What follows belongs to an exercise in optimizing a design on an open flow for small area and a short achievable clock period; a production flow would make more cautious choices. At most, simulation tests tie the RTL to the original design; equivalence was not proved. For runs 2, 3 and 7, only the layout was checked, not whether the RTL still works.

--- config.mk ---
export PLATFORM = sky130hd
export DESIGN_NAME = cacc_fp48_calc
export DESIGN_NICKNAME = cacc_fp48_calc
export VERILOG_FILES = /design/flow/design.v
export SDC_FILE = /design/flow/constraint.sdc
export NUM_CORES = 4
export LEC_CHECK = 0
export ABC_AREA = 1
export CAP_MARGIN = 20
export CORE_MARGIN = 2
export CORE_UTILIZATION = 40
export SETUP_SLACK_MARGIN = 4.0
export SLEW_MARGIN = 20
--- constraint.sdc ---
create_clock -name core_clock -period 10.0 [get_ports {nvdla_core_clk}]
set_input_delay 2.0000 -clock core_clock [delete_from_list [all_inputs] [get_ports {nvdla_core_clk}]]
set_output_delay 2.0000 -clock core_clock [all_outputs]
set_load 0.01 [all_outputs]
--- design.v ---
`timescale 1ns/10ps
`default_nettype none
module cacc_lsd #(
  parameter WIDTH = 36
) (
  input  wire [WIDTH-1:0] value,
  output reg  [5:0]       cnt
);
  wire [WIDTH-2:0] diff;
  integer i;
  assign diff = value[WIDTH-2:0] ^ {(WIDTH-1){value[WIDTH-1]}};
  always @(*) begin
    cnt = WIDTH - 1;
    for (i = 0; i < WIDTH - 1; i = i + 1) begin
      if (diff[i]) begin
        cnt = WIDTH - 2 - i;
      end
    end
  end
endmodule
`default_nettype wire
`timescale 1ns/10ps
`default_nettype none
module cacc_add #(
  parameter WIDTH = 41
) (
  input  wire [WIDTH-1:0] a,
  input  wire [WIDTH-1:0] b,
  input  wire             cin,
  output wire [WIDTH-1:0] sum
);
  localparam LEVELS = 6;
  wire [WIDTH:0] g0 = {a & b, cin};
  wire [WIDTH:0] p0 = {a ^ b, 1'b0};
  reg [WIDTH:0] g, p, gn, pn;
  integer l, i, k;
  always @(*) begin
    g = g0;
    p = p0;
    for (l = 0; l < LEVELS; l = l + 1) begin
      gn = g;
      pn = p;
      for (i = 0; i <= WIDTH; i = i + 1) begin
        if ((i >> l) & 1) begin
          k = ((i >> l) << l) - 1;
          gn[i] = g[i] | (p[i] & g[k]);
          pn[i] = p[i] & p[k];
        end
      end
      g = gn;
      p = pn;
    end
  end
  assign sum = p0[WIDTH:1] ^ g[WIDTH-1:0];
endmodule
`default_nettype wire
`timescale 1ns/10ps
`default_nettype none
module cacc_fp48_calc (
  input  wire        nvdla_core_clk,
  input  wire        nvdla_core_rstn,
  input  wire        in_valid,
  input  wire        in_sel,
  input  wire [43:0] in_data,
  input  wire [47:0] in_op,
  input  wire        in_op_valid,
  output wire [47:0] out_partial_data,
  output reg         out_partial_valid,
  output reg  [31:0] out_final_data,
  output reg         out_final_valid
);
  reg r1_valid, r1_fin;
  reg r2_valid, r2_fin;
  reg r3_fin;
  always @(posedge nvdla_core_clk or negedge nvdla_core_rstn) begin
    if (!nvdla_core_rstn) begin
      r1_valid          <= 1'b0;
      r1_fin            <= 1'b0;
      r2_valid          <= 1'b0;
      r2_fin            <= 1'b0;
      r3_fin            <= 1'b0;
      out_partial_valid <= 1'b0;
      out_final_valid   <= 1'b0;
    end else begin
      r1_valid          <= in_valid;
      r1_fin            <= in_valid & in_sel;
      r2_valid          <= r1_valid;
      r2_fin            <= r1_fin;
      r3_fin            <= r2_fin;
      out_partial_valid <= r2_valid & ~r2_fin;
      out_final_valid   <= r3_fin;
    end
  end
  wire [5:0]  d_expo = in_data[43:38];
  wire [37:0] d_mant = in_data[37:0];
  wire [7:0]  o_expo = in_op_valid ? in_op[47:40] : 8'd0;
  wire [39:0] o_mant = in_op_valid ? in_op[39:0] : 40'd0;
  wire d_zero = ~(|d_mant);
  wire d_nan  = &d_expo;
  wire o_zero = ~(|o_mant);
  wire o_nan  = &o_expo;
  wire [5:0] d_lead;
  cacc_lsd #(.WIDTH(36)) u_lsd36 (
    .value (d_mant[35:0]),
    .cnt   (d_lead)
  );
  reg [35:0] r1_dm;
  reg [5:0]  r1_lead;
  reg [7:0]  r1_oe;
  reg [39:0] r1_om;
  reg        r1_nan;
  reg [8:0]  r1_adiff;
  wire [7:0] o_expz = o_zero ? 8'd0 : o_expo;
  wire [8:0] a_dd   = {3'b0, d_expo} + 9'd47;
  wire [8:0] a_do   = a_dd - {1'b0, o_expo};
  wire [8:0] a_zo   = 9'd35 - {1'b0, o_expo};
  wire [8:0] a_diff = d_zero ? (o_zero ? 9'd35 : a_zo) :
                               (o_zero ? a_dd  : a_do);
  always @(posedge nvdla_core_clk) begin
    r1_adiff <= a_diff;
    r1_dm    <= d_mant[35:0];
    r1_lead  <= d_lead;
    r1_oe    <= o_expz;
    r1_om    <= {(d_nan & ~o_nan) ? d_mant[37:27] : o_mant[39:29], o_mant[28:0]};
    r1_nan   <= d_nan | o_nan;
  end
  wire [35:0] x_norm = r1_dm << r1_lead;
  wire [39:0] x_mant = {x_norm, 4'b0};
  wire [7:0]  y_expo = r1_oe;
  wire [8:0]  xy_diff = r1_adiff - {3'b0, r1_lead};
  wire [8:0]  yx_diff = {3'b0, r1_lead} - r1_adiff;
  wire        x_ge    = ~xy_diff[8];
  wire [7:0]  sh_amt  = x_ge ? xy_diff[7:0] : yx_diff[7:0];
  wire [7:0]  max_e   = y_expo + (x_ge ? xy_diff[7:0] : 8'd0);
  wire [39:0] bg   = x_ge ? x_mant : r1_om;
  wire [39:0] sml = x_ge ? r1_om  : x_mant;
  wire [41:0] s_wide = $signed({sml, 2'd0}) >>> sh_amt;
  reg s_stick;
  integer j;
  always @(*) begin
    s_stick = sml[39] & (sh_amt >= 8'd43);
    for (j = 0; j < 40; j = j + 1) begin
      if (sml[j] && ({1'b0, sh_amt} >= j + 3) && ({1'b0, sh_amt} <= j + 40)) begin
        s_stick = 1'b1;
      end
    end
  end
  reg [39:0] r2_big;
  reg [39:0] r2_small;
  reg [2:0]  r2_cut;
  reg [7:0]  r2_expo;
  reg        r2_nan;
  reg [10:0] r2_pay;
  always @(posedge nvdla_core_clk) begin
    r2_big   <= bg;
    r2_small <= s_wide[41:2];
    r2_cut   <= {s_wide[1:0], s_stick};
    r2_expo  <= max_e;
    r2_nan   <= r1_nan;
    r2_pay   <= r1_om[39:29];
  end
  wire [40:0] m_sum;
  cacc_add #(.WIDTH(41)) u_add (
    .a   ({r2_big[39], r2_big}),
    .b   ({r2_small[39], r2_small}),
    .cin (1'b0),
    .sum (m_sum)
  );
  wire [43:0] s_tot = {m_sum, r2_cut};
  wire        s_zero = ~(|s_tot);
  wire [5:0] s_lead;
  cacc_lsd #(.WIDTH(44)) u_lsd44 (
    .value (s_tot),
    .cnt   (s_lead)
  );
  wire [43:0] s_shift = s_tot << s_lead;
  wire [7:0]  s_expo  = r2_expo + 8'd1 - {2'b00, s_lead};
  reg [41:0] r3_sum;
  reg [7:0]  r3_expo;
  always @(posedge nvdla_core_clk) begin
    r3_sum  <= r2_nan ? {r2_pay, 31'd0} : {s_shift[43:3], |s_shift[2:0]};
    r3_expo <= r2_nan ? 8'hff : s_zero ? 8'd0 : s_expo;
  end
  wire        r_sign  = r3_sum[41];
  wire [39:0] r_eff   = r3_sum[41:2];
  wire        r_p5    = r3_sum[1] & (~r_sign | r3_sum[0]);
  wire [39:0] r_round = r_eff + {39'd0, r_p5};
  wire        r_cpos  = ~r_sign & (&r_eff[38:0]) & r_p5;
  wire        r_cneg  = r_sign & ~r_eff[38] & (&r_eff[37:0]) & r_p5;
  wire [39:0] r_mant  = {r_round[39] & ~r_cpos, r_round[38] ^ (r_cpos | r_cneg), r_round[37:0]};
  wire [7:0]  r_expo  = r_cneg ? r3_expo - 8'd1 : r3_expo + {7'd0, r_cpos};
  assign out_partial_data = {r_expo, r_mant};
  wire        p_sign  = r_mant[39];
  wire [38:0] p_umant = r_mant[38:0];
  wire        p_neg2  = p_sign & ~(|p_umant);
  wire        p_nan   = &r_expo;
  wire        p_zero  = ~(|r_mant);
  wire        p_z14   = ~(|p_umant[13:0]);
  wire        p_c     = p_sign & p_z14;
  wire [24:0] p_b     = p_umant[38:14] ^ {25{p_sign}};
  wire        p_carry = (&p_b[24:1]) & (p_b[0] ^ p_c);
  wire [22:0] p_inc   = p_b[23:1] + {22'd0, p_b[0] | p_c};
  wire [22:0] p_frac  = p_nan ? {13'b0, p_umant[38:29]} : p_inc;
  wire [7:0]  p_er    = r_expo + 8'd64 + {7'd0, p_carry | p_neg2};
  wire [7:0]  p_expo  = p_zero ? 8'd0 : p_nan ? 8'hff : p_er;
  always @(posedge nvdla_core_clk) begin
    out_final_data <= {p_sign, p_expo, p_frac};
  end
endmodule
`default_nettype wire
--- run.sh ---
#!/bin/bash
# synth_recipe.tcl (not shown) runs the flow's synth.tcl, then flattens the netlist and writes it again
# the make line also repeats each setting of config.mk as NAME=value (left out here)
make -C /OpenROAD-flow-scripts/flow DESIGN_CONFIG=/design/flow/config.mk WORK_HOME=/design/flow/orfs CLKGATE_MAP_FILE= SYNTH_SCRIPT=/design/flow/synth_recipe.tcl finish
==> results of run 1 <==
==> per-layer routing <==
metal	vias up	wire (um)
met1	11800	41100
li1	12600	-
met3	150	7140
met5	-	10
met4	2	2320
met2	1060	40600
==> logic make-up after synthesis <==
kind of cell | synth area share, %
AOI/OAI and AO/OA | 15.8
buffers and inverters | 10.6
muxes | 1.54
and+or+nand+nor | 33.5
xor gates and xnor gates | 7.25
adders and majority gates | 6.17
DFF | 25.1
==> state kept, by name, summed over array words and instances, names as in the netlist, 9 cells and up <==
signal	count
out_final_data	32
r1_adiff	9
r1_dm	36
r1_om	40
r2_big	40
r2_pay	11
r2_small	40
r3_sum	42
==> through the flow <==
step	worst slack, ns	utilization, %	hold slack (ns)	cell area (sq um)
6_report	4.09	49.4	0.326	28600
5_1_grt	3.74	49.4	0.332	28600
4_1_cts	3.94	47.4	0.329	27400
3_5_place_dp	3.18	44.6	0.315	25800
3_3_place_gp	3.16	44.6	0.312	25800
2_1_floorplan	4.75	-	0.310	23400
==> critical path: stages, from the launching register on <==
cell,delay [ns]
dfxtp_2,0.34
inv_2,0.09
o21a_4,0.18
ha_2,0.21
nand3_2,0.09
inv_1,0.08
nand4_1,0.11
or4_4,0.47
nor3_4,0.14
nand4_1,0.15
buf_4,0.18
nor4_4,0.19
nand3_2,0.11
or4_4,0.46
xor2_4,0.18
inv_1,0.09
dlygate4sd2_1,0.29
==> cell type report <==
| type | instances | share of cell area, % |
|---|---|---|
| diodes | 2 | 0.0175 |
| inverters | 488 | 6.46 |
| flip-flops and latches | 292 | 20.7 |
| clock inverters | 9 | 0.355 |
| clock buffers | 52 | 3.68 |
| well taps | 765 | 3.35 |
| repair inverters | 2 | 0.0350 |
| multi-input cells | 2827 | 56.8 |
| repair buffers | 261 | 8.56 |
==> worst min-delay path by stage <==
stage / start / endpoint / cells after the start
3_3_place_gp: r1_nan$_DFF_P_ / r2_nan$_DFF_P_ / 0
5_1_grt: r1_nan$_DFF_P_ / r2_nan$_DFF_P_ / 0
4_1_cts: r1_nan$_DFF_P_ / r2_nan$_DFF_P_ / 0
2_1_floorplan: r1_nan$_DFF_P_ / r2_nan$_DFF_P_ / 0
3_5_place_dp: r1_nan$_DFF_P_ / r2_nan$_DFF_P_ / 0
6_report: r1_nan$_DFF_P_ / r2_nan$_DFF_P_ / 0
==> cell usage in the layout, fill, tap and decap left out, types with 23 or more instances in the layout <==
master           count
nand2_1            944
clkbuf_16           37
o22ai_1             23
buf_4               76
mux2i_1             36
or2_2               32
xor2_1             120
nand4_1             54
xnor2_1             52
ha_4                28
o21ai_0            353
inv_1              461
clkdlybuf4s50_1    165
a21oi_1            122
nor3_1              34
dfxtp_2             32
o21ai_1             25
nand2_2             33
nor4_1              34
nand3_1            372
dfxtp_1            252
ha_1                66
nor2_1             232
==> what timing repair did <==
item	4_1_cts	5_1_grt
gates resized for setup	68	205
endpoints found under the setup margin	74	102
buffers inserted	23	27
pin swaps	12	63
hold buffers	0	0
cloned	1	5
==> run_results.csv, run 1 <==
group,metric,value,unit
status,status,"complete, no violations",
setup_path,rrSetupSlack,4.15,ns
detailed_routing,viasPerCell,5.45,
cells_and_area,fillers,5979,
setup_path,r2r_end,"r3_expo[7]$_SDFF_PP1_",
worst_hold_path,hp-class,"flip-flop to flip-flop",
cells_and_area,final_cells,4698,
logic_synthesis,ys_warn_count,4,
setup_path,end_kind,"output pin",
clock_network,clockRootBuffer,"clkbuf_16",
sta,worst_slew_margin_rel,26.8,%
detailed_routing,drt_first_pass_iters,6,
die,start_util,40.5,%
setup_path,cp.arrival,3.91,ns
clock_network,clk_pin_slew,0.06,ns
clock_network,cts_buffer_depth,3,
global_routing,use_met3,4.11,%
setup_path,cp-start-kind,"flip-flop",
detailed_routing,vias,25600,
logic_synthesis,ys_seq_elements,292,
logic_synthesis,synth_edf_count,0,
logic_synthesis,async_flop_share,2.40,%
global_routing,antenna_found_initial,6,
global_routing,grt.total_usage,29.0,%
setup_path,crit_path_end,"out_partial_data[37]",
setup_path,worstPathRequired,8.00,ns
placement,gp_congestion,1.02,
run,drv_cap,0,
setup_path,cp-startpoint,"r3_sum[41]$_DFF_P_",
global_routing,top_usage_layer,"met2",
logic_synthesis,synth_most_common_cell,"nand2_1",
global_routing,grt_pass1_wl,136000,um
cells_and_area,regArea,5920,sq um
global_routing,grt.met2_usage,46.2,%
global_routing,use_met1,40.7,%
logic_synthesis,avgSynthCellArea,6.23,sq um
sta,final.setup.tns,0,ns
logic_synthesis,postSynthCellCount,3763,
logic_synthesis,synth_top_area_share,24.3,%
detailed_routing,drt_iter0_drc,2711,
clock_network,htree_levels,2,
cells_and_area,nets,4114,
logic_synthesis,yosysSeqAreaShare,25.1,%
logic_synthesis,synthFlopType,"dfxtp_1",
logic_synthesis,synth_cell_types,64,
logic_synthesis,synth.cells.most_frequent,"977 x nand2_1, 470 x inv_1, 385 x nand3_1, 362 x o21ai_0, 285 x dfxtp_1",
clock_network,cts_tree,"done",
cells_and_area,area_growth,22.0,%
global_routing,grt_overflow,0,
setup_path,path_class,"flip-flop to output pin",
clock_network,clock_latency,0.55,ns
sta,min_period,5.91,ns
setup_path,critical_path.max_fanout,3,
cells_and_area,multi_input_area,16200,sq um
logic_synthesis,synthTopCellsByArea,"dfxtp_1 24%, nand2_1 16%, nand3_1 8.2%",
clock_network,cts_inserted_buffers,36,
cells_and_area,drive_gt1_share,10.5,%
logic_synthesis,synth_top_cell_by_area,"dfxtp_1",
sta,hold_viol_final,0,
placement,dp.cells,4579,
logic_synthesis,syn_nets,3969,
sta,fin_skew,0.0243,ns
detailed_routing,wl_per_cell,19.4,um
die,die_height,246,um
die,ios,179,
placement,dpl.hpwl,72600,um
sta,post-route-period-util,59.1,%
sta,rsz0062_at_grt,"yes",
placement,numPortBuffers,178,
sta,slew_violations,0,
sta,worst_pin_slew,1.09,ns
clock_network,cts_sinks,292,
die,fp.dieW,246,um
global_routing,grt_max_degree,79,
die,num_rows,88,
die,die_area,60500,sq um
detailed_routing,ant_nets,0,
sta,setup_viol,0,
setup_path,rr_worst_depth,38,
global_routing,grt_pass1_vias,23400,
detailed_routing,drt_wl_total,91100,um
detailed_routing,drc,0,
sta,max_freq,0.169,GHz
logic_synthesis,syn_area,23400,sq um
setup_path,worst_r2r_startpoint,"r2_big[11]$_DFF_P_",
die,core-area,57800,sq um
==> inputs of run 2 (changes only) <==
--- a/design.v
+++ b/design.v
@@ -5,17 +5,22 @@
 ) (
   input  wire [WIDTH-1:0] value,
-  output reg  [5:0]       cnt
+  output wire [5:0]       cnt
 );
-  wire [WIDTH-2:0] diff;
-  integer i;
-  assign diff = value[WIDTH-2:0] ^ {(WIDTH-1){value[WIDTH-1]}};
+  localparam N = 64;
+  wire [N-1:0] x = {value[WIDTH-2:0] ^ {(WIDTH-1){value[WIDTH-1]}}, 1'b1, {(N-WIDTH){1'b0}}};
+  reg [N-1:0]   z;
+  reg [6*N-1:0] c;
+  integer l, b;
   always @(*) begin
-    cnt = WIDTH - 1;
-    for (i = 0; i < WIDTH - 1; i = i + 1) begin
-      if (diff[i]) begin
-        cnt = WIDTH - 2 - i;
+    z = ~x;
+    c = {(6*N){1'b0}};
+    for (l = 1; l <= 6; l = l + 1) begin
+      for (b = 0; b < (N >> l); b = b + 1) begin
+        c[6*b +: 6] = z[2*b+1] ? (c[6*(2*b) +: 6] | (6'd1 << (l - 1))) : c[6*(2*b+1) +: 6];
+        z[b]        = z[2*b+1] & z[2*b];
       end
     end
   end
+  assign cnt = c[5:0];
 endmodule
 `default_nettype wire
@@ -30,5 +35,5 @@
   output wire [WIDTH-1:0] sum
 );
-  localparam LEVELS = 6;
+  localparam LEVELS = $clog2(WIDTH + 1);
   wire [WIDTH:0] g0 = {a & b, cin};
   wire [WIDTH:0] p0 = {a ^ b, 1'b0};
@@ -110,5 +115,6 @@
   reg [39:0] r1_om;
   reg        r1_nan;
-  reg [8:0]  r1_adiff;
+  reg [7:0]  r1_sh;
+  reg        r1_xge;
   wire [7:0] o_expz = o_zero ? 8'd0 : o_expo;
   wire [8:0] a_dd   = {3'b0, d_expo} + 9'd47;
@@ -117,6 +123,10 @@
   wire [8:0] a_diff = d_zero ? (o_zero ? 9'd35 : a_zo) :
                                (o_zero ? a_dd  : a_do);
-  always @(posedge nvdla_core_clk) begin
-    r1_adiff <= a_diff;
+  wire [8:0] xy_diff = a_diff - {3'b0, d_lead};
+  wire [8:0] yx_diff = {3'b0, d_lead} - a_diff;
+  wire       a_ge    = ~xy_diff[8];
+  always @(posedge nvdla_core_clk) begin
+    r1_sh    <= a_ge ? xy_diff[7:0] : yx_diff[7:0];
+    r1_xge   <= a_ge;
     r1_dm    <= d_mant[35:0];
     r1_lead  <= d_lead;
@@ -128,9 +138,7 @@
   wire [39:0] x_mant = {x_norm, 4'b0};
   wire [7:0]  y_expo = r1_oe;
-  wire [8:0]  xy_diff = r1_adiff - {3'b0, r1_lead};
-  wire [8:0]  yx_diff = {3'b0, r1_lead} - r1_adiff;
-  wire        x_ge    = ~xy_diff[8];
-  wire [7:0]  sh_amt  = x_ge ? xy_diff[7:0] : yx_diff[7:0];
-  wire [7:0]  max_e   = y_expo + (x_ge ? xy_diff[7:0] : 8'd0);
+  wire        x_ge    = r1_xge;
+  wire [7:0]  sh_amt  = r1_sh;
+  wire [7:0]  max_e   = y_expo + (x_ge ? sh_amt : 8'd0);
   wire [39:0] bg   = x_ge ? x_mant : r1_om;
   wire [39:0] sml = x_ge ? r1_om  : x_mant;
==> run 2 against run 1 <==
Compared with the run above: wire length up 3.0%; fmax up 1.5%; critical endpoint is now out_partial_data[35]; highest routed layer is now met4.
==> run_results.csv, run 2 <==
group,metric,value,unit
detailed_routing,drt_first_pass_iters,8,
clock_network,cts_buffer_depth,3,
logic_synthesis,synth.cells.most_frequent,"1175 x nand2_1, 517 x nand3_1, 474 x inv_1, 298 x o21ai_0, 291 x nor2_1",
placement,gp_congestion,1.00,
cells_and_area,antenna_cells,0,
clock_network,cts_inserted_buffers,36,
sta,setup_viol,0,
cells_and_area,final_common_cell,"nand2_1",
die,num_rows,91,
run,drv_cap,0,
worst_hold_path,hold_start,"r1_nan$_DFF_P_",
logic_synthesis,synth_top_area_share,23.1,%
setup_path,path_class,"flip-flop to output pin",
setup_path,cp-startpoint,"r3_sum[41]$_DFF_P_",
logic_synthesis,synth_top_cell_by_area,"dfxtp_1",
logic_synthesis,synth_cell_types,71,
sta,rsz0062_at_grt,"yes",
die,fp.dieW,253,um
global_routing,antenna_found_initial,0,
logic_synthesis,avgSynthCellArea,6.01,sq um
setup_path,cp.arrival,3.82,ns
detailed_routing,highest_layer,"met4",
setup_path,rrSetupSlack,4.38,ns
clock_network,clockRootBuffer,"clkbuf_16",
sta,hold_viol_final,0,
setup_path,r2r_end,"r3_expo[7]$_SDFF_PP1_",
cells_and_area,regArea,5900,sq um
setup_path,crit_chain,"inv_1, nor2_1, nor2_2, ha_2, nand3_2, inv_2, nand2_2, nor2_4, nand3_2, or2_1, nor2_2, nand3_1, or2_4, nor2_4, nand4_1, nor2_1, inv_1, nand2_2, inv_1, clkdlybuf4s50_1",
sta,max_freq,0.172,GHz
cells_and_area,fillers,6511,
placement,placed_area,26900,sq um
setup_path,crit_path_end,"out_partial_data[35]",
clock_network,cts_sinks,292,
global_routing,grt_overflow,0,
detailed_routing,routedLengthMet1,39500,um
logic_synthesis,syn_area,24700,sq um
detailed_routing,vias,27800,
setup_path,rr_worst_depth,35,
setup_path,cp-start-kind,"flip-flop",
setup_path,critPathMostFrequentCell,"inv_1",
setup_path,path_depth,20,
logic_synthesis,async_flop_share,2.40,%
cells_and_area,stdcell_area,29200,sq um
die,die_height,253,um
global_routing,grt_pass1_vias,25100,
detailed_routing,drt_wl_total,93900,um
setup_path,slowest_delay,0.49,ns
setup_path,worstPathRequired,8.00,ns
cells_and_area,area_growth,18.2,%
clock_network,clk_pin_slew,0.06,ns
clock_network,hold_buffers,0,
sta,fin_skew,0.0242,ns
placement,dpl.hpwl,71800,um
die,core-area,61400,sq um
detailed_routing,wl_met2,42900,um
logic_synthesis,ys_seq_elements,292,
detailed_routing,viasPerCell,5.49,
clock_network,htree_levels,2,
cells_and_area,largest_register_ffs,42,
sta,final.setup.tns,0,ns
detailed_routing,wl_per_cell,18.6,um
setup_path,critical_path.max_fanout,4,
setup_path,crit_family,"simple AND/OR/NAND/NOR gates",
sta,min_period,5.82,ns
cells_and_area,nets,4442,
cells_and_area,multi_input_area,16700,sq um
detailed_routing,drc,0,
logic_synthesis,synthTopCellsByArea,"dfxtp_1 23%, nand2_1 18%, nand3_1 10%",
detailed_routing,drt_iter0_drc,2534,
setup_path,worst_r2r_startpoint,"r2_small[14]$_DFF_P_",
logic_synthesis,syn_nets,4320,
cells_and_area,drive_gt1_share,7.98,%
setup_path,critPathBufInv,5,
detailed_routing,ant_nets,0,
sta,worst_slew_margin_rel,29.7,%
detailed_routing,route.met3.wl,6450,um
status,status,"complete, no violations",
placement,numPortBuffers,178,
die,die_area,63800,sq um
die,ios,179,
global_routing,grt.total_usage,28.1,%
sta,worst_pin_slew,1.05,ns
logic_synthesis,ys_warn_count,4,
die,start_util,40.3,%
worst_hold_path,hp-class,"flip-flop to flip-flop",
setup_path,crit_path_top_delay_cell,"clkdlybuf4s50_1",
logic_synthesis,postSynthCellCount,4113,
logic_synthesis,synthFlopType,"dfxtp_1",
cells_and_area,regMostFlops,"r3_sum",
global_routing,grt_max_degree,90,
cells_and_area,final_cell_mix,"1161 x nand2_1, 515 x nand3_1, 467 x inv_1",
global_routing,grt_pass1_wl,141000,um
logic_synthesis,synth_most_common_cell,"nand2_1",
sta,post-route-period-util,58.2,%
logic_synthesis,yosysSeqAreaShare,23.8,%
clock_network,clock_latency,0.58,ns
sta,slew_violations,0,
clock_network,cts_tree,"done",
logic_synthesis,synth_edf_count,0,
setup_path,end_kind,"output pin",
==> run 2: cell types whose count changed after synthesis, sizes merged, moves of 37 or more <==
cell / delta
o21ai: -63
nand2: +208
nor2: +55
xor2: -45
xnor2: -37
nand3: +137
nand4: +44
==> run 2: cell families after synthesis <==
kind of cell	Yosys count	share of synthesized area, %
adder cells (fa/ha/maj)	110	5.90
XOR/XNOR	111	3.93
flip-flops	292	23.8
buffers and inverters	684	11.0
AND/OR/NAND/NOR	2274	40.5
multiplexers	14	0.567
AO/OA/AOI/OAI	628	14.3
==> run 2: through the flow <==
step                instances  util, %  hold WS, ns  setup WS [ns]
finish                   5053     47.6        0.326           4.18
global route             5053     47.6        0.331           3.97
CTS                      5017     46.5        0.325           3.98
detailed placement       4934     43.9        0.312           2.52
global placement         4934     43.9        0.311           2.53
floorplan                4113        -        0.310           4.04
==> run 2: layout make-up <==
type	instances	share of cell area, %
clock buffers	47	3.39
clock inverters	19	0.633
inverters	503	6.72
multi-input cells	3140	57.0
flip-flops and latches	292	20.2
well taps	790	3.38
repair buffers	258	8.58
repair inverters	4	0.124
==> run 2: worst min-delay path by stage <==
| stage | end | slack (ns) | cells past startpoint |
|---|---|---|---|
| after floorplan | r2_nan$_DFF_P_ | 0.31 | 0 |
| after CTS | r2_nan$_DFF_P_ | 0.33 | 0 |
| final | r2_nan$_DFF_P_ | 0.33 | 0 |
| after global routing | r2_nan$_DFF_P_ | 0.33 | 0 |
| after detailed placement | r2_nan$_DFF_P_ | 0.31 | 0 |
| after global placement | r2_nan$_DFF_P_ | 0.31 | 0 |
==> run 2: timing repair <==
item                                    4_1_cts  5_1_grt
pin swaps                                    15       27
gates resized for setup                      82       88
cloned                                        4        7
endpoints found under the setup margin       56       48
buffers inserted                             13       29
==> run 2: metal layers <==
metal  global-route usage (%)  vias up
met5                        0        -
met4                     13.6        0
met3                     3.52      268
met2                     46.2     1180
met1                     36.2    12500
li1                         -    13800
==> inputs of run 3 (changes only) <==
--- a/design.v
+++ b/design.v
@@ -35,5 +35,5 @@
   output wire [WIDTH-1:0] sum
 );
-  localparam LEVELS = $clog2(WIDTH + 1);
+  localparam LEVELS = 6;
   wire [WIDTH:0] g0 = {a & b, cin};
   wire [WIDTH:0] p0 = {a ^ b, 1'b0};
--- a/config.mk
+++ b/config.mk
@@ -9,5 +9,5 @@
 export CAP_MARGIN = 20
 export CORE_MARGIN = 2
-export CORE_UTILIZATION = 40
+export CORE_UTILIZATION = 60
 export SETUP_SLACK_MARGIN = 4.0
 export SLEW_MARGIN = 20
==> run 3 against run 2 <==
Compared with the run above: critical path type unchanged; worst hold slack better by 0.026 ns; area after synthesis is the same; sequential share of layout area up 0.34 points; flip-flop and latch count did not move; first-iteration DRC count increased by 42%; still clean on timing, DRC and antenna; global-route usage grew 11 points; wire length down 4.9%; worst setup slack got worse by 0.23 ns; final area fell by 1.8%.
==> run_results.csv, run 3 <==
group,metric,value,unit
logic_synthesis,synth_edf_count,0,
clock_network,clock_latency,0.60,ns
die,die_height,207,um
die,die_area,42900,sq um
cells_and_area,nets,4429,
worst_hold_path,hold_start,"r1_valid$_DFF_PN0_",
cells_and_area,antenna_cells,0,
cells_and_area,final_cell_mix,"1167 x nand2_1, 512 x nand3_1, 471 x inv_1",
run,drv_cap,0,
setup_path,end_kind,"output pin",
global_routing,antenna_found_initial,1,
cells_and_area,regArea,5900,sq um
logic_synthesis,avgSynthCellArea,6.01,sq um
sta,worst_slew_margin_rel,28.3,%
logic_synthesis,syn_area,24700,sq um
sta,worst_pin_slew,1.07,ns
global_routing,grt_max_degree,91,
logic_synthesis,synth_cell_types,71,
cells_and_area,multi_input_area,16600,sq um
sta,rsz0062_at_grt,"yes",
cells_and_area,fillers,3608,
clock_network,cts_inserted_buffers,31,
setup_path,slowest_delay,0.45,ns
logic_synthesis,synth_top_area_share,23.1,%
detailed_routing,ant_nets,0,
setup_path,critPathBufInv,5,
die,fp.dieW,207,um
global_routing,grt_pass1_wl,136000,um
clock_network,cts_tree,"done",
clock_network,clockRootBuffer,"clkbuf_16",
die,start_util,60.7,%
placement,dp.cells,4674,
detailed_routing,viasPerCell,6.03,
setup_path,cp.arrival,4.04,ns
sta,setup_viol,0,
logic_synthesis,ys_seq_elements,292,
setup_path,crit_chain,"nand2_1, nor3_2, inv_1, nor4_2, inv_1, a211oi_4, ha_2, inv_1, fa_2, nand3_2, nand2_1, nand2_1, nand2_1, a21oi_2, xor2_2, inv_1, dlygate4sd2_1",
global_routing,grt_pass1_vias,25800,
detailed_routing,drt_first_pass_iters,12,
sta,min_period,6.04,ns
sta,final.setup.tns,0,ns
detailed_routing,wl_per_cell,18.7,um
logic_synthesis,ys_warn_count,4,
sta,max_freq,0.165,GHz
setup_path,rr_worst_depth,37,
cells_and_area,largest_register_ffs,42,
cells_and_area,drive_gt1_share,7.49,%
die,core-area,40700,sq um
setup_path,cp-start-kind,"flip-flop",
cells_and_area,stdcell_area,28700,sq um
cells_and_area,final_common_cell,"nand2_1",
sta,post-route-period-util,60.4,%
detailed_routing,vias,28800,
sta,hold_viol_final,0,
setup_path,path_depth,17,
logic_synthesis,synth_top_cell_by_area,"dfxtp_1",
placement,dpl.hpwl,66600,um
die,ios,179,
sta,fin_skew,0.0254,ns
logic_synthesis,postSynthCellCount,4113,
clock_network,htree_levels,1,
cells_and_area,final_cells,4779,
worst_hold_path,hp-class,"flip-flop to flip-flop",
setup_path,path_class,"flip-flop to output pin",
setup_path,crit_family,"simple AND/OR/NAND/NOR gates",
setup_path,worst_r2r_startpoint,"r2_big[7]$_DFF_P_",
placement,numPortBuffers,178,
detailed_routing,drt_wl_total,89300,um
global_routing,grt.total_usage,38.9,%
logic_synthesis,synthTopCellsByArea,"dfxtp_1 23%, nand2_1 18%, nand3_1 10%",
logic_synthesis,synthFlopType,"dfxtp_1",
setup_path,worstPathRequired,8.00,ns
logic_synthesis,synth_most_common_cell,"nand2_1",
clock_network,hold_buffers,0,
placement,placed_area,26600,sq um
sta,hold_ws,0.352,ns
worst_hold_path,hold_end,"r2_valid$_DFF_PN0_",
logic_synthesis,synth.cells.most_frequent,"1175 x nand2_1, 517 x nand3_1, 474 x inv_1, 298 x o21ai_0, 291 x nor2_1",
setup_path,critical_path.max_fanout,4,
setup_path,crit_path_top_delay_cell,"dfxtp_1",
logic_synthesis,yosysSeqAreaShare,23.8,%
logic_synthesis,async_flop_share,2.40,%
cells_and_area,regMostFlops,"r3_sum",
setup_path,rrSetupSlack,4.20,ns
worst_hold_path,whs_path_depth,0,
placement,gp_congestion,1.02,
clock_network,cts_sinks,292,
status,status,"complete, no violations",
die,num_rows,74,
detailed_routing,drt_iter0_drc,3598,
setup_path,r2r_end,"r3_expo[7]$_SDFF_PP1_",
global_routing,grt_overflow,0,
clock_network,cts_buffer_depth,3,
sta,slew_violations,0,
cells_and_area,area_growth,16.2,%
logic_synthesis,syn_nets,4320,
clock_network,clk_pin_slew,0.06,ns
detailed_routing,drc,0,
## run 3: logic make-up after synthesis
logic type | share of synthesized area, %
AOI/OAI and AO/OA | 14.3
xor gates and xnor gates | 3.93
adders and majority gates | 5.90
buffers and inverters | 11.0
DFF | 23.8
muxes | 0.567
and+or+nand+nor | 40.5
## run 3: worst max path at each step
stage	from	end	slack (ns)
detailed placement	in_data[35]	r1_sh[7]$_DFF_P_	2.55
floorplan	in_data[35]	r1_sh[7]$_DFF_P_	4.04
global placement	in_data[35]	r1_sh[4]$_DFF_P_	2.64
CTS	r2_big[9]$_DFF_P_	r3_expo[7]$_SDFF_PP1_	4.01
finish	r3_sum[31]$_DFF_P_	out_partial_data[46]	3.96
global route	r3_sum[31]$_DFF_P_	out_partial_data[46]	3.89
## run 3: per-layer routing
metal	vias up	routed length [um]	track usage, %	part of all wire (%)
li1	13800	-	-	-
met1	12800	33700	48.0	38
met4	0	6380	23.1	7.1
met3	438	8540	5.59	9.6
met5	-	0	0	0
met2	1843	40600	64.7	45
## run 3: what timing repair did
| action | in CTS | in global routing |
|---|---|---|
| endpoints found under the setup margin | 30 | 44 |
| pin swaps | 9 | 25 |
| cloned | 4 | 7 |
| resized for setup | 59 | 92 |
| setup buffers | 7 | 29 |
## run 3: area by class of cell
class,count,share of cell area [%]
Tap cell,532,2.32
Multi-Input combinational cell,3140,57.9
Clock inverter,15,0.662
Sequential cell,292,20.5
Timing Repair Buffer,251,8.60
Clock buffer,43,3.07
Timing Repair inverter,3,0.0915
Inverter,503,6.79
## run 3: stage by stage
stage	util [%]	setup slack, ns
after floorplan	-	4.04
after global placement	65.3	2.64
after detailed placement	65.3	2.55
after CTS	68.6	4.01
after global routing	70.5	3.89
final	70.5	3.96
==> inputs of run 4 (changes only) <==
--- a/design.v
+++ b/design.v
@@ -182,5 +182,14 @@
     .cnt   (s_lead)
   );
-  wire [43:0] s_shift = s_tot << s_lead;
+  reg [43:0] s_shift;
+  always @(*) begin
+    s_shift = s_tot;
+    if (s_lead[5]) s_shift = s_shift << 32;
+    if (s_lead[4]) s_shift = s_shift << 16;
+    if (s_lead[3]) s_shift = s_shift << 8;
+    if (s_lead[2]) s_shift = s_shift << 4;
+    if (s_lead[1]) s_shift = s_shift << 2;
+    if (s_lead[0]) s_shift = s_shift << 1;
+  end
   wire [7:0]  s_expo  = r2_expo + 8'd1 - {2'b00, s_lead};
   reg [41:0] r3_sum;
--- a/config.mk
+++ b/config.mk
@@ -9,5 +9,5 @@
 export CAP_MARGIN = 20
 export CORE_MARGIN = 2
-export CORE_UTILIZATION = 60
-export SETUP_SLACK_MARGIN = 4.0
+export CORE_UTILIZATION = 40
+export SETUP_SLACK_MARGIN = 4.25
 export SLEW_MARGIN = 20
==> run 4 against run 3 <==
Compared with the run above: count of clock-buffer cells in the layout increased by 1; critical path type unchanged; still clean on timing, DRC and antenna; final area increased by 0.20%; fmax grew 8.3%; area after synthesis shrank 0.96%; critical endpoint unchanged; clock skew rose by 0.018 ns; core utilization is 23 points lower.
==> run_results.csv, run 4 <==
group,metric,value,unit
status,status,"complete, no violations",
placement,placed_area,26600,sq um
clock_network,cts_tree,"done",
sta,setup_viol,0,
clock_network,cts_sinks,292,
logic_synthesis,synth_top_cell_by_area,"dfxtp_1",
detailed_routing,drc,0,
setup_path,path_depth,18,
die,die_area,63200,sq um
cells_and_area,nets,4395,
cells_and_area,regArea,5890,sq um
setup_path,critPathMostFrequentCell,"inv_1",
logic_synthesis,postSynthCellCount,4070,
placement,numPortBuffers,178,
global_routing,grt_pass1_wl,138000,um
logic_synthesis,synth_edf_count,0,
setup_path,crit_path_top_delay_cell,"fa_2",
detailed_routing,drt_iter0_drc,2656,
sta,hold_viol_final,0,
clock_network,htree_levels,2,
clock_network,clockRootBuffer,"clkbuf_16",
sta,slew_violations,0,
die,core-area,60500,sq um
cells_and_area,fillers,6439,
cells_and_area,final_cell_mix,"1190 x nand2_1, 562 x nand3_1, 435 x inv_1",
placement,dpl.hpwl,71200,um
setup_path,crit_chain,"inv_1, nor4_2, inv_1, nor3_2, nand4_1, buf_4, a21oi_4, ha_4, inv_1, fa_2, nand3_1, nand2_1, nand2_1, nand2_1, a21oi_2, xor2_1, inv_1, buf_2",
logic_synthesis,ys_seq_elements,292,
sta,worst_slew_margin_rel,25.2,%
detailed_routing,drt_wl_total,90200,um
global_routing,grt_max_degree,75,
detailed_routing,viasPerCell,5.41,
global_routing,antenna_found_initial,2,
cells_and_area,post-route-util,47.6,%
global_routing,grt_pass1_vias,24800,
die,fp.dieW,251,um
cells_and_area,regMostFlops,"r3_sum",
setup_path,critical_path.max_fanout,3,
sta,min_period,5.58,ns
logic_synthesis,synth_cell_types,71,
setup_path,worst_r2r_startpoint,"r2_big[10]$_DFF_P_",
clock_network,clk_pin_slew,0.06,ns
worst_hold_path,hp-class,"flip-flop to flip-flop",
logic_synthesis,synth.cells.most_frequent,"1198 x nand2_1, 567 x nand3_1, 437 x inv_1, 333 x nor2_1, 285 x dfxtp_1",
cells_and_area,largest_register_ffs,42,
logic_synthesis,syn_area,24500,sq um
logic_synthesis,avgSynthCellArea,6.02,sq um
logic_synthesis,synthFlopType,"dfxtp_1",
logic_synthesis,yosysSeqAreaShare,24.0,%
cells_and_area,multi_input_area,16500,sq um
setup_path,end_kind,"output pin",
detailed_routing,wl_per_cell,18.0,um
die,num_rows,90,
clock_network,cts_inserted_buffers,37,
clock_network,clock_latency,0.58,ns
detailed_routing,ant_nets,0,
die,die_height,251,um
setup_path,cp-startpoint,"r3_sum[20]$_SDFF_PP0_",
logic_synthesis,async_flop_share,2.40,%
global_routing,grt.total_usage,27.7,%
detailed_routing,drt_first_pass_iters,6,
cells_and_area,area_growth,17.5,%
global_routing,grt_overflow,0,
setup_path,worstPathRequired,8.00,ns
worst_hold_path,hold_start,"r1_valid$_DFF_PN0_",
sta,hold_ws,0.350,ns
logic_synthesis,syn_nets,4277,
logic_synthesis,synth_most_common_cell,"nand2_1",
placement,gp_congestion,1.02,
detailed_routing,vias,27000,
setup_path,rr_worst_depth,34,
setup_path,cp.arrival,3.58,ns
worst_hold_path,whs_path_depth,0,
sta,worst_pin_slew,1.12,ns
cells_and_area,final_common_cell,"nand2_1",
setup_path,path_class,"flip-flop to output pin",
setup_path,crit_family,"simple AND/OR/NAND/NOR gates",
setup_path,critPathBufInv,6,
setup_path,cp-start-kind,"flip-flop",
sta,post-route-period-util,55.8,%
run,drv_cap,0,
sta,fin_skew,0.0435,ns
setup_path,slowest_delay,0.39,ns
logic_synthesis,synthTopCellsByArea,"dfxtp_1 23%, nand2_1 18%, nand3_1 12%",
sta,rsz0062_at_grt,"yes",
logic_synthesis,synth_top_area_share,23.3,%
die,ios,179,
die,start_util,40.5,%
sta,max_freq,0.179,GHz
sta,final.setup.tns,0,ns
cells_and_area,stdcell_area,28800,sq um
clock_network,cts_buffer_depth,3,
logic_synthesis,ys_warn_count,4,
cells_and_area,drive_gt1_share,7.52,%
run 4: per-layer routing:
metal / track usage [%] / vias to the layer above / routed length [um]
met5: 0 / - / 0
met4: 11.9 / 0 / 4000
met1: 36.7 / 12100 / 39700
met2: 45.2 / 1099 / 40400
met3: 3.30 / 221 / 6040
li1: - / 13600 / -
run 4: what timing repair did:
action	in CTS	in global routing
cloned	2	4
gates resized for setup	61	71
endpoints found under the setup margin	29	30
setup buffers	21	20
pin swaps	12	15
hold buffers	0	0
run 4: cell families after synthesis:
kind of cell / after synthesis / synth area share [%]
AND/OR/NAND/NOR: 2338 / 41.6
adder cells (fa/ha/maj): 110 / 5.96
XOR/XNOR: 113 / 4.04
buffers and inverters: 639 / 10.7
multiplexers: 13 / 0.531
flip-flops: 292 / 24.0
AO/OA/AOI/OAI: 565 / 13.1
run 4: final cells by class:
| class | instances | share of cell area, % |
|---|---|---|
| inverters | 461 | 6.10 |
| diodes | 1 | 0.00869 |
| repair buffers | 254 | 8.50 |
| clock inverters | 24 | 0.765 |
| well taps | 782 | 3.40 |
| multi-input cells | 3142 | 57.2 |
| flip-flops and latches | 292 | 20.5 |
| clock buffers | 44 | 3.56 |
run 4: worst register-to-register path: cells and delay by family (launching register included):
family | cells | cell delay, ns
compound gates | 3 | 0.59
xor+xnor | 1 | 0.15
fa+ha+maj | 5 | 1.63
buf+inv | 6 | 0.65
flops | 1 | 0.30
simple gates | 19 | 2.02
run 4: path summary, 6_finish.rpt:
check / endpoint / slack, ns
min in group asynchronous: out_final_valid$_DFF_PN0_ / 1.69
max in group asynchronous: r2_fin$_DFF_PN0_ / 8.09
min: r2_valid$_DFF_PN0_ / 0.35
min reg2reg: r2_valid$_DFF_PN0_ / 0.35
max: out_partial_data[46] / 4.42
max reg2reg: r3_expo[7]$_SDFF_PP1_ / 4.55
run 4: through the flow:
step | instances | worst slack, ns
finish | 5000 | 4.42
global placement | 4884 | 3.06
global route | 4999 | 4.11
floorplan | 4070 | 4.33
CTS | 4975 | 4.21
detailed placement | 4884 | 2.97
==> inputs of run 5 (changes only) <==
--- a/config.mk
+++ b/config.mk
@@ -10,4 +10,4 @@
 export CORE_MARGIN = 2
 export CORE_UTILIZATION = 40
-export SETUP_SLACK_MARGIN = 4.25
+export SETUP_SLACK_MARGIN = 4.0
 export SLEW_MARGIN = 20
==> run 5 against run 4 <==
Compared with the run above: still clean; critical path depth unchanged; flip-flop and latch count unchanged; non-clock buffer count down 18; largest cell class unchanged; highest routed layer unchanged.
==> run_results.csv, run 5 <==
group,metric,value,unit
setup_path,cp.arrival,3.77,ns
logic_synthesis,synth_top_cell_by_area,"dfxtp_1",
global_routing,grt_overflow,0,
worst_hold_path,hold_end,"r2_valid$_DFF_PN0_",
placement,numPortBuffers,178,
sta,worst_pin_slew,1.13,ns
die,ios,179,
setup_path,critPathBufInv,4,
sta,worst_slew_margin_rel,24.1,%
placement,gp_congestion,1.02,
detailed_routing,drt_wl_total,89700,um
global_routing,grt.total_usage,27.5,%
clock_network,cts_tree,"done",
cells_and_area,drive_gt1_share,6.38,%
run,drv_cap,0,
setup_path,crit_path_top_delay_cell,"fa_1",
detailed_routing,ant_nets,0,
logic_synthesis,avgSynthCellArea,6.02,sq um
logic_synthesis,async_flop_share,2.40,%
detailed_routing,vias,26900,
cells_and_area,regMostFlops,"r3_sum",
worst_hold_path,hold_start,"r1_valid$_DFF_PN0_",
clock_network,cts_inserted_buffers,37,
clock_network,clockRootBuffer,"clkbuf_16",
setup_path,crit_chain,"nand2_2, nor2_2, nand3_2, nor3_1, nand4_1, buf_4, a21oi_4, ha_4, inv_1, fa_1, nand3_1, nand2_1, nand2_1, nand2_1, a21oi_1, xor2_1, inv_1, clkdlybuf4s15_1",
logic_synthesis,synth_top_area_share,23.3,%
detailed_routing,drc,0,
global_routing,grt_pass1_wl,138000,um
cells_and_area,final_cell_mix,"1194 x nand2_1, 563 x nand3_1, 437 x inv_1",
sta,post-route-period-util,57.7,%
clock_network,clk_pin_slew,0.06,ns
logic_synthesis,synthTopCellsByArea,"dfxtp_1 23%, nand2_1 18%, nand3_1 12%",
cells_and_area,final_common_cell,"nand2_1",
sta,min_period,5.77,ns
die,start_util,40.5,%
detailed_routing,drt_iter0_drc,2513,
cells_and_area,antenna_cells,0,
setup_path,crit_family,"simple AND/OR/NAND/NOR gates",
cells_and_area,area_growth,16.0,%
die,fp.dieW,251,um
placement,place_ws,2.97,ns
die,die_height,251,um
clock_network,clock_latency,0.58,ns
logic_synthesis,synth_most_common_cell,"nand2_1",
setup_path,r2r_end,"r3_expo[7]$_SDFF_PP1_",
cells_and_area,nets,4376,
setup_path,rrSetupSlack,4.38,ns
sta,fin_skew,0.0411,ns
logic_synthesis,synth_cell_types,71,
setup_path,path_class,"flip-flop to output pin",
die,core-area,60500,sq um
setup_path,critical_path.max_fanout,3,
sta,rsz0062_at_grt,"yes",
detailed_routing,viasPerCell,5.40,
logic_synthesis,postSynthCellCount,4070,
setup_path,worst_r2r_startpoint,"r2_big[10]$_DFF_P_",
setup_path,critPathMostFrequentCell,"nand2_1",
logic_synthesis,synth_edf_count,0,
global_routing,grt_pass1_vias,24700,
sta,max_freq,0.173,GHz
clock_network,cts_buffer_depth,3,
logic_synthesis,synthFlopType,"dfxtp_1",
global_routing,grt_max_degree,75,
logic_synthesis,ys_seq_elements,292,
setup_path,end_kind,"output pin",
logic_synthesis,syn_nets,4277,
die,die_area,63200,sq um
clock_network,htree_levels,2,
logic_synthesis,yosysSeqAreaShare,24.0,%
logic_synthesis,synth.cells.most_frequent,"1198 x nand2_1, 567 x nand3_1, 437 x inv_1, 333 x nor2_1, 285 x dfxtp_1",
setup_path,slowest_delay,0.42,ns
clock_network,cts_sinks,292,
logic_synthesis,syn_area,24500,sq um
die,num_rows,90,
cells_and_area,largest_register_ffs,42,
placement,dpl.hpwl,71200,um
detailed_routing,wl_per_cell,18.0,um
sta,hold_ws,0.350,ns
sta,final.setup.tns,0,ns
setup_path,rr_worst_depth,34,
setup_path,cp-start-kind,"flip-flop",
sta,slew_violations,0,
detailed_routing,drt_first_pass_iters,6,
status,status,"complete, no violations",
logic_synthesis,ys_warn_count,4,
worst_hold_path,whs_path_depth,0,
setup_path,worstPathRequired,8.00,ns
sta,setup_viol,0,
cells_and_area,fillers,6469,
global_routing,antenna_found_initial,2,
sta,hold_viol_final,0,
worst_hold_path,hp-class,"flip-flop to flip-flop",
sta,postLayoutSetupSlackWorst,4.23,ns
clock_network,hold_buffers,0,
[run 5: cell counts after synthesis]
No cell type changed its count.
[run 5: worst max-delay path by stage]
stage                     slack, ns                    end  cells after the start                from
after floorplan                4.33       r1_sh[7]$_DFF_P_                     26         in_data[35]
after global placement         3.06       r1_sh[7]$_DFF_P_                     24         in_data[35]
after detailed placement       2.97       r1_sh[7]$_DFF_P_                     24         in_data[35]
after CTS                      3.89  r3_expo[7]$_SDFF_PP1_                     38   r2_big[6]$_DFF_P_
after global routing           3.93  r3_expo[7]$_SDFF_PP1_                     38   r2_big[6]$_DFF_P_
final                          4.23   out_partial_data[46]                     18  r3_sum[36]$_DFF_P_
[run 5: worst reg2reg max path, delay by kind of cell, from the launching register on]
kind	cells	cell delay (ns)
AND/OR/NAND/NOR	19	2.08
buffers and inverters	6	0.64
flip-flops	1	0.30
AO/OA/AOI/OAI	3	0.65
XOR/XNOR	1	0.15
adder cells (fa/ha/maj)	5	1.70
[run 5: cells by family after synthesis]
logic type / after synthesis / synth area share (%)
adders and majority gates: 110 / 5.96
muxes: 13 / 0.531
xor gates and xnor gates: 113 / 4.04
buffers and inverters: 639 / 10.7
and+or+nand+nor: 2338 / 41.6
DFF: 292 / 24.0
AOI/OAI and AO/OA: 565 / 13.1
[run 5: metal layers]
metal / wire [um] / share of wire [%] / vias to the layer above / GRT usage [%]
met5: 0 / 0 / - / 0
met4: 4130 / 4.6 / 0 / 12.0
met3: 6290 / 7.0 / 213 / 3.43
met2: 40000 / 45 / 1108 / 45.1
met1: 39300 / 44 / 12000 / 36.4
li1: - / - / 13500 / -
[run 5: layout make-up]
| type | count | area (sq um) | share of cell area [%] |
|---|---|---|---|
| repair buffers | 236 | 2310 | 8.12 |
| well taps | 782 | 978 | 3.44 |
| flip-flops and latches | 292 | 5890 | 20.7 |
| inverters | 461 | 1750 | 6.15 |
| multi-input cells | 3141 | 16200 | 57.2 |
| clock buffers | 44 | 1020 | 3.60 |
| clock inverters | 24 | 220 | 0.775 |
[run 5: repair_timing]
action	CTS	global route
resized for setup	30	43
endpoints found under the setup margin	25	26
gates cloned	2	3
pin swaps	4	10
setup buffers	8	15
[run 5: through the flow]
step	instance area [sq um]	instances	utilization (%)
after floorplan	24500	4070	-
after global placement	26600	4884	44.0
after detailed placement	26600	4884	44.0
after CTS	28100	4962	46.4
after global routing	28400	4980	47.0
final	28400	4980	47.0
==> inputs of run 6 (changes only) <==
--- a/design.v
+++ b/design.v
@@ -143,5 +143,9 @@
   wire [39:0] bg   = x_ge ? x_mant : r1_om;
   wire [39:0] sml = x_ge ? r1_om  : x_mant;
-  wire [41:0] s_wide = $signed({sml, 2'd0}) >>> sh_amt;
+  reg [41:0] s_wide;
+  always @(*) begin
+    s_wide = $signed({sml, 2'd0}) >>> sh_amt[5:0];
+    if (sh_amt[7] | sh_amt[6]) s_wide = {42{sml[39]}};
+  end
   reg s_stick;
   integer j;
==> run 6 against run 5 <==
Compared with the run above: area after synthesis down 0.81%; fmax down 1.8%; still clean on timing, DRC and antenna; highest routed layer is now met5; first-iteration DRC count down 0.40%; flip-flop and latch count unchanged.
==> run_results.csv, run 6 <==
group,metric,value,unit
global_routing,grt_pass1_vias,24200,
sta,slew_violations,0,
global_routing,grt_max_degree,90,
logic_synthesis,syn_nets,4247,
die,start_util,40.3,%
sta,post-route-period-util,58.8,%
cells_and_area,regMostFlops,"r3_sum",
detailed_routing,vias,26400,
cells_and_area,drive_gt1_share,7.26,%
sta,final.setup.tns,0,ns
die,die_area,62700,sq um
setup_path,path_class,"flip-flop to output pin",
setup_path,critPathMostFrequentCell,"buf_4",
detailed_routing,ant_nets,0,
placement,dpl.hpwl,70400,um
logic_synthesis,yosysSeqAreaShare,24.2,%
sta,worst_pin_slew,1.14,ns
clock_network,clk_pin_slew,0.05,ns
logic_synthesis,syn_area,24300,sq um
cells_and_area,area_growth,16.8,%
placement,numPortBuffers,178,
cells_and_area,final_common_cell,"nand2_1",
placement,gp_congestion,1.01,
logic_synthesis,synth_top_area_share,23.5,%
placement,place_ws,2.61,ns
die,die_height,250,um
detailed_routing,viasPerCell,5.34,
detailed_routing,drc,0,
setup_path,cp-start-kind,"flip-flop",
setup_path,end_kind,"output pin",
status,status,"complete, no violations",
detailed_routing,drt_iter0_drc,2503,
global_routing,grt_pass1_wl,137000,um
logic_synthesis,synthFlopType,"dfxtp_1",
clock_network,clock_latency,0.56,ns
detailed_routing,drt_wl_total,88800,um
logic_synthesis,ys_seq_elements,292,
clock_network,cts_buffer_depth,3,
run,drv_cap,0,
logic_synthesis,postSynthCellCount,4040,
cells_and_area,largest_register_ffs,42,
sta,setup_viol,0,
logic_synthesis,synth_edf_count,0,
clock_network,hold_buffers,0,
sta,fin_skew,0.0288,ns
clock_network,cts_sinks,292,
cells_and_area,post-route-util,47.1,%
global_routing,grt.total_usage,27.5,%
die,core-area,60200,sq um
global_routing,antenna_found_initial,7,
sta,hold_viol_final,0,
detailed_routing,drt_first_pass_iters,6,
logic_synthesis,ys_warn_count,4,
logic_synthesis,avgSynthCellArea,6.01,sq um
clock_network,cts_inserted_buffers,37,
sta,postLayoutSetupSlackWorst,4.12,ns
setup_path,slowest_delay,0.48,ns
cells_and_area,final_cells,4956,
sta,worst_slew_margin_rel,24.1,%
logic_synthesis,async_flop_share,2.40,%
sta,max_freq,0.170,GHz
logic_synthesis,synth_most_common_cell,"nand2_1",
detailed_routing,wl_per_cell,17.9,um
cells_and_area,final_cell_mix,"1213 x nand2_1, 478 x nand3_1, 464 x inv_1",
setup_path,crit_chain,"nand2_2, nor3_4, and3_4, nand4_1, nor4_4, nand2_4, buf_4, buf_4, ha_2, a21oi_2, o21ai_2, xor2_1, inv_1, clkdlybuf4s50_1",
global_routing,grt_overflow,0,
worst_hold_path,hp-class,"flip-flop to flip-flop",
clock_network,cts_tree,"done",
clock_network,htree_levels,2,
die,ios,179,
cells_and_area,nets,4350,
logic_synthesis,synth.cells.most_frequent,"1219 x nand2_1, 481 x nand3_1, 466 x inv_1, 335 x nor2_1, 285 x dfxtp_1",
logic_synthesis,synth_cell_types,70,
die,num_rows,90,
die,fp.dieW,250,um
setup_path,critical_path.max_fanout,5,
setup_path,crit_path_top_delay_cell,"clkdlybuf4s50_1",
logic_synthesis,synth_top_cell_by_area,"dfxtp_1",
sta,rsz0062_at_grt,"yes",
placement,dp.cells,4852,
setup_path,worstPathRequired,8.00,ns
logic_synthesis,synthTopCellsByArea,"dfxtp_1 23%, nand2_1 19%, nand3_1 9.9%",
setup_path,cp.arrival,3.88,ns
clock_network,clockRootBuffer,"clkbuf_16",
sta,min_period,5.88,ns
run 6: final cells by class:
type,count,area (sq um)
fill,6500,31900
timing repair buffer,238,2270
sequential,292,5890
clock buffer,50,1090
antenna,3,7.51
clock inverter,17,131
inverter,484,1820
multi-input combinational,3090,16200
tap,782,978
run 6: routing by layer:
metal	global-route usage (%)	share of wire [%]
met4	11.1	4.1
met1	38.0	45
met2	43.3	44
met3	3.65	7.0
met5	0	0.0090
run 6: path summary, 6_finish.rpt:
kind                                          from                        end  slack (ns)  cells past startpoint
min in group asynchronous          nvdla_core_rstn           r2_fin$_DFF_PN0_        1.70                      1
worst min-delay path              r3_fin$_DFF_PN0_  out_final_valid$_DFF_PN0_        0.35                      0
worst min register to register    r3_fin$_DFF_PN0_  out_final_valid$_DFF_PN0_        0.35                      0
worst max-delay path            r3_sum[35]$_DFF_P_       out_partial_data[45]        4.12                     14
worst max register to register  r2_big[16]$_DFF_P_      r3_expo[7]$_SDFF_PP1_        4.41                     32
max in group asynchronous          nvdla_core_rstn           r1_fin$_DFF_PN0_        8.07                      1
run 6: cell families after synthesis:
group,after synthesis,synth area share [%]
compound gates,583,13.9
xor+xnor,103,3.77
fa+ha+maj,110,6.00
buf+inv,659,10.9
flops,292,24.2
mux,16,0.664
simple gates,2277,40.6
run 6: per-stage QoR:
step / area (sq um) / hold WS (ns)
finish: 28400 / 0.345
global route: 28400 / 0.351
CTS: 27900 / 0.348
detailed placement: 26400 / 0.337
global placement: 26400 / 0.332
floorplan: 24300 / 0.310
run 6: timing repair:
action                                  CTS  global route
cloned                                    0             2
pin swaps                                 9            24
endpoints found under the setup margin   25            27
resized for setup                        43            61
buffers inserted                          9            22
run 6: critical path, delay by kind of cell (launching register included):
| kind | cells | cell delay [ns] |
|---|---|---|
| AO/OA/AOI/OAI | 2 | 0.24 |
| XOR/XNOR | 1 | 0.21 |
| adder cells (fa/ha/maj) | 1 | 0.38 |
| buffers and inverters | 4 | 0.86 |
| flip-flops | 1 | 0.36 |
| AND/OR/NAND/NOR | 6 | 1.26 |
==> inputs of run 7 (changes only) <==
--- a/design.v
+++ b/design.v
@@ -8,5 +8,5 @@
 );
   localparam N = 64;
-  wire [N-1:0] x = {value[WIDTH-2:0] ^ {(WIDTH-1){value[WIDTH-1]}}, 1'b1, {(N-WIDTH){1'b0}}};
+  wire [N-1:0] x = {value[WIDTH-1:1] ^ value[WIDTH-2:0], 1'b1, {(N-WIDTH){1'b0}}};
   reg [N-1:0]   z;
   reg [6*N-1:0] c;
@@ -115,5 +115,5 @@
   reg [39:0] r1_om;
   reg        r1_nan;
-  reg [7:0]  r1_sh;
+  reg [8:0]  r1_adiff;
   reg        r1_xge;
   wire [7:0] o_expz = o_zero ? 8'd0 : o_expo;
@@ -123,9 +123,7 @@
   wire [8:0] a_diff = d_zero ? (o_zero ? 9'd35 : a_zo) :
                                (o_zero ? a_dd  : a_do);
-  wire [8:0] xy_diff = a_diff - {3'b0, d_lead};
-  wire [8:0] yx_diff = {3'b0, d_lead} - a_diff;
-  wire       a_ge    = ~xy_diff[8];
-  always @(posedge nvdla_core_clk) begin
-    r1_sh    <= a_ge ? xy_diff[7:0] : yx_diff[7:0];
+  wire       a_ge = ~a_diff[8] & (a_diff[7] | a_diff[6] | (a_diff[5:0] >= d_lead));
+  always @(posedge nvdla_core_clk) begin
+    r1_adiff <= a_diff;
     r1_xge   <= a_ge;
     r1_dm    <= d_mant[35:0];
@@ -139,5 +137,7 @@
   wire [7:0]  y_expo = r1_oe;
   wire        x_ge    = r1_xge;
-  wire [7:0]  sh_amt  = r1_sh;
+  wire [8:0]  xy_diff = r1_adiff - {3'b0, r1_lead};
+  wire [8:0]  yx_diff = {3'b0, r1_lead} - r1_adiff;
+  wire [7:0]  sh_amt  = x_ge ? xy_diff[7:0] : yx_diff[7:0];
   wire [7:0]  max_e   = y_expo + (x_ge ? sh_amt : 8'd0);
   wire [39:0] bg   = x_ge ? x_mant : r1_om;
@@ -196,10 +196,12 @@
     if (s_lead[0]) s_shift = s_shift << 1;
   end
-  wire [7:0]  s_expo  = r2_expo + 8'd1 - {2'b00, s_lead};
+  wire [7:0]  s_e1    = r2_expo + 8'd1;
   reg [41:0] r3_sum;
-  reg [7:0]  r3_expo;
+  reg [7:0]  r3_e1;
+  reg [5:0]  r3_lead;
   always @(posedge nvdla_core_clk) begin
     r3_sum  <= r2_nan ? {r2_pay, 31'd0} : {s_shift[43:3], |s_shift[2:0]};
-    r3_expo <= r2_nan ? 8'hff : s_zero ? 8'd0 : s_expo;
+    r3_e1   <= r2_nan ? 8'hff : s_zero ? 8'd0 : s_e1;
+    r3_lead <= (r2_nan | s_zero) ? 6'd0 : s_lead;
   end
   wire        r_sign  = r3_sum[41];
@@ -210,5 +212,8 @@
   wire        r_cneg  = r_sign & ~r_eff[38] & (&r_eff[37:0]) & r_p5;
   wire [39:0] r_mant  = {r_round[39] & ~r_cpos, r_round[38] ^ (r_cpos | r_cneg), r_round[37:0]};
-  wire [7:0]  r_expo  = r_cneg ? r3_expo - 8'd1 : r3_expo + {7'd0, r_cpos};
+  wire [7:0]  r_e0    = r3_e1 - {2'b00, r3_lead};
+  wire [7:0]  r_em    = r_e0 - 8'd1;
+  wire [7:0]  r_ep    = r_e0 + 8'd1;
+  wire [7:0]  r_expo  = r_cneg ? r_em : r_cpos ? r_ep : r_e0;
   assign out_partial_data = {r_expo, r_mant};
   wire        p_sign  = r_mant[39];
--- a/config.mk
+++ b/config.mk
@@ -10,4 +10,4 @@
 export CORE_MARGIN = 2
 export CORE_UTILIZATION = 40
-export SETUP_SLACK_MARGIN = 4.0
+export SETUP_SLACK_MARGIN = 4.25
 export SLEW_MARGIN = 20
==> run 7 against run 6 <==
Compared with the run above: final cell count shrank 0.38%; sequential share of layout area grew 0.27 points; count of clock-buffer cells in the layout is the same; register-to-register slack gained 0.29 ns; critical path type unchanged; highest routed layer unchanged.
==> run_results.csv, run 7 <==
group,metric,value,unit
status,status,"complete, no violations",
cells_and_area,antenna_cells,0,
detailed_routing,drt_iter0_drc,2486,
clock_network,clk_pin_slew,0.05,ns
sta,fin_skew,0.0505,ns
placement,numPortBuffers,178,
sta,min_period,5.57,ns
global_routing,grt_overflow,0,
placement,gp_congestion,1.01,
logic_synthesis,synth_cell_types,67,
cells_and_area,largest_register_ffs,42,
logic_synthesis,postSynthCellCount,4029,
sta,slew_violations,0,
cells_and_area,nets,4362,
die,ios,179,
global_routing,grt_pass1_vias,24300,
die,die_height,253,um
die,core-area,61400,sq um
cells_and_area,area_growth,15.7,%
setup_path,end_kind,"output pin",
placement,placed_area,26900,sq um
logic_synthesis,synth.cells.most_frequent,"1162 x nand2_1, 502 x inv_1, 404 x nand3_1, 332 x nor2_1, 301 x o21ai_0",
logic_synthesis,synth_top_cell_by_area,"dfxtp_1",
sta,worst_slew_margin_rel,36.1,%
sta,setup_viol,0,
sta,final.setup.tns,0,ns
sta,max_freq,0.180,GHz
setup_path,path_class,"flip-flop to output pin",
cells_and_area,fillers,6499,
detailed_routing,wl_per_cell,18.0,um
global_routing,grt_max_degree,77,
die,start_util,40.3,%
die,fp.dieW,253,um
clock_network,hold_buffers,0,
detailed_routing,drt_wl_total,88700,um
cells_and_area,stdcell_area,28600,sq um
worst_hold_path,hp-class,"flip-flop to flip-flop",
logic_synthesis,syn_area,24700,sq um
global_routing,grt_pass1_wl,135000,um
run,drv_cap,0,
clock_network,cts_inserted_buffers,36,
sta,post-route-period-util,55.7,%
detailed_routing,ant_nets,0,
global_routing,antenna_found_initial,7,
clock_network,clock_latency,0.57,ns
clock_network,cts_sinks,298,
logic_synthesis,synth_top_area_share,23.6,%
logic_synthesis,synth_edf_count,0,
cells_and_area,final_common_cell,"nand2_1",
logic_synthesis,ys_warn_count,4,
clock_network,htree_levels,2,
clock_network,cts_tree,"done",
global_routing,grt.total_usage,27.1,%
cells_and_area,drive_gt1_share,5.84,%
detailed_routing,viasPerCell,5.32,
cells_and_area,regMostFlops,"r3_sum",
sta,worst_pin_slew,0.948,ns
clock_network,cts_buffer_depth,3,
clock_network,clockRootBuffer,"clkbuf_16",
logic_synthesis,synthTopCellsByArea,"dfxtp_1 24%, nand2_1 18%, nand3_1 8.2%",
detailed_routing,vias,26200,
die,die_area,63800,sq um
logic_synthesis,ys_seq_elements,298,
placement,dpl.hpwl,71000,um
sta,hold_viol_final,0,
setup_path,cp-start-kind,"flip-flop",
sta,rsz0062_at_grt,"no",
detailed_routing,drc,0,
run 7: logic make-up after synthesis:
logic type	share of synthesized area (%)
XOR/XNOR	4.50
AO/OA/AOI/OAI	14.9
AND/OR/NAND/NOR	37.0
buffers and inverters	11.2
adder cells (fa/ha/maj)	7.55
multiplexers	0.608
flip-flops	24.3
run 7: layer usage:
layer	GRT usage [%]	share of wire [%]
met1	33.5	42
met2	45.5	46
met3	3.70	6.1
met4	14.5	6.0
met5	0	0.055
run 7: per-stage QoR:
stage          util (%)  worst slack (ns)  cells  hold WS (ns)
4_1_cts            46.0              4.22   4922         0.333
5_1_grt            46.6              4.23   4937         0.338
3_5_place_dp       43.8              3.34   4851         0.320
3_3_place_gp       43.8              3.38   4851         0.312
2_1_floorplan         -              4.86   4029         0.310
6_report           46.6              4.43   4937         0.331
run 7: worst paths after layout:
kind | startpoint | end | slack [ns] | depth (start not counted)
min in group asynchronous | nvdla_core_rstn | r1_valid$_DFF_PN0_ | 1.69 | 1
max in group asynchronous | nvdla_core_rstn | out_partial_valid$_DFF_PN0_ | 8.08 | 1
min reg2reg | r1_nan$_DFF_P_ | r2_nan$_DFF_P_ | 0.33 | 0
min | r1_nan$_DFF_P_ | r2_nan$_DFF_P_ | 0.33 | 0
max reg2reg | r2_big[2]$_SDFF_PP0_ | r3_sum[12]$_SDFF_PP0_ | 4.70 | 27
max | r3_sum[34]$_DFF_P_ | out_partial_data[45] | 4.43 | 12
run 7: timing repair:
item | 4_1_cts | 5_1_grt
gates resized for setup | 26 | 48
endpoints found under the setup margin | 102 | 93
setup buffers | 6 | 13
gates cloned | 2 | 2
pin swaps | 7 | 11
run 7: cell type report:
type / count / area [sq um] / share of cell area [%]
sequential: 298 / 6000 / 21.0
inverter: 520 / 1980 / 6.92
multi-input combinational: 3044 / 16300 / 57.0
tap: 790 / 988 / 3.46
clock inverter: 13 / 121 / 0.425
timing repair buffer: 222 / 2130 / 7.46
clock buffer: 50 / 1070 / 3.74
run 7: worst max-delay path, stage by stage, from the launching register on:
cell             delay, ns
dfxtp_1               0.41
nand2_1               0.12
nor2_1                0.19
nand3_1               0.09
nor2_1                0.09
inv_1                 0.14
nor3_2                0.20
nand2_1               0.19
nor2_4                0.21
nand4_1               0.17
o22ai_2               0.16
xor2_1                0.38
clkdlybuf4s50_1       0.64

[static timing again, ports no longer ideal]
How much do the figures lean on ideal ports? The routed layouts below were timed once more, with nothing changed but the port constraints. Step 1, drivers: a clkbuf_16 drives nvdla_core_clk and a buf_2 each remaining input, both assumed. Step 2 times the ports against the registers' clock, not the clock port: input delays grow and output delays shrink by t, the midpoint of the rising clock arrivals with the driver on. a / b / c = no drivers / after step 1 / after step 2; a / b = the first two.
| run | t (ns) | slack for setup (ns) | hold WS [ns] | worst setup path at the end |
|---|---|---|---|---|
| run 1 | 0.602 | 4.092 / 4.031 / 4.150 | 0.326 / 0.326 / 0.326 | register to register |
| run 2 | 0.627 | 4.180 / 4.117 / 3.735 | 0.326 / 0.326 / 0.326 | input to register |
| run 3 | 0.639 | 3.955 / 3.897 / 3.681 | 0.352 / 0.352 / 0.352 | input to register |
| run 4 | 0.621 | 4.416 / 4.352 / 3.878 | 0.350 / 0.350 / 0.350 | input to register |
| run 5 | 0.623 | 4.227 / 4.162 / 3.723 | 0.350 / 0.350 / 0.350 | input to register |
| run 6 | 0.603 | 4.120 / 4.059 / 3.850 | 0.345 / 0.345 / 0.345 | input to register |
| run 7 | 0.613 | 4.430 / 4.362 / 4.007 | 0.331 / 0.331 / 0.331 | input to register |
After both steps every run listed still meets setup and hold. The setup slack of run 4, which loses most, moves by -0.064 ns with the drivers and by -0.538 ns with both steps.
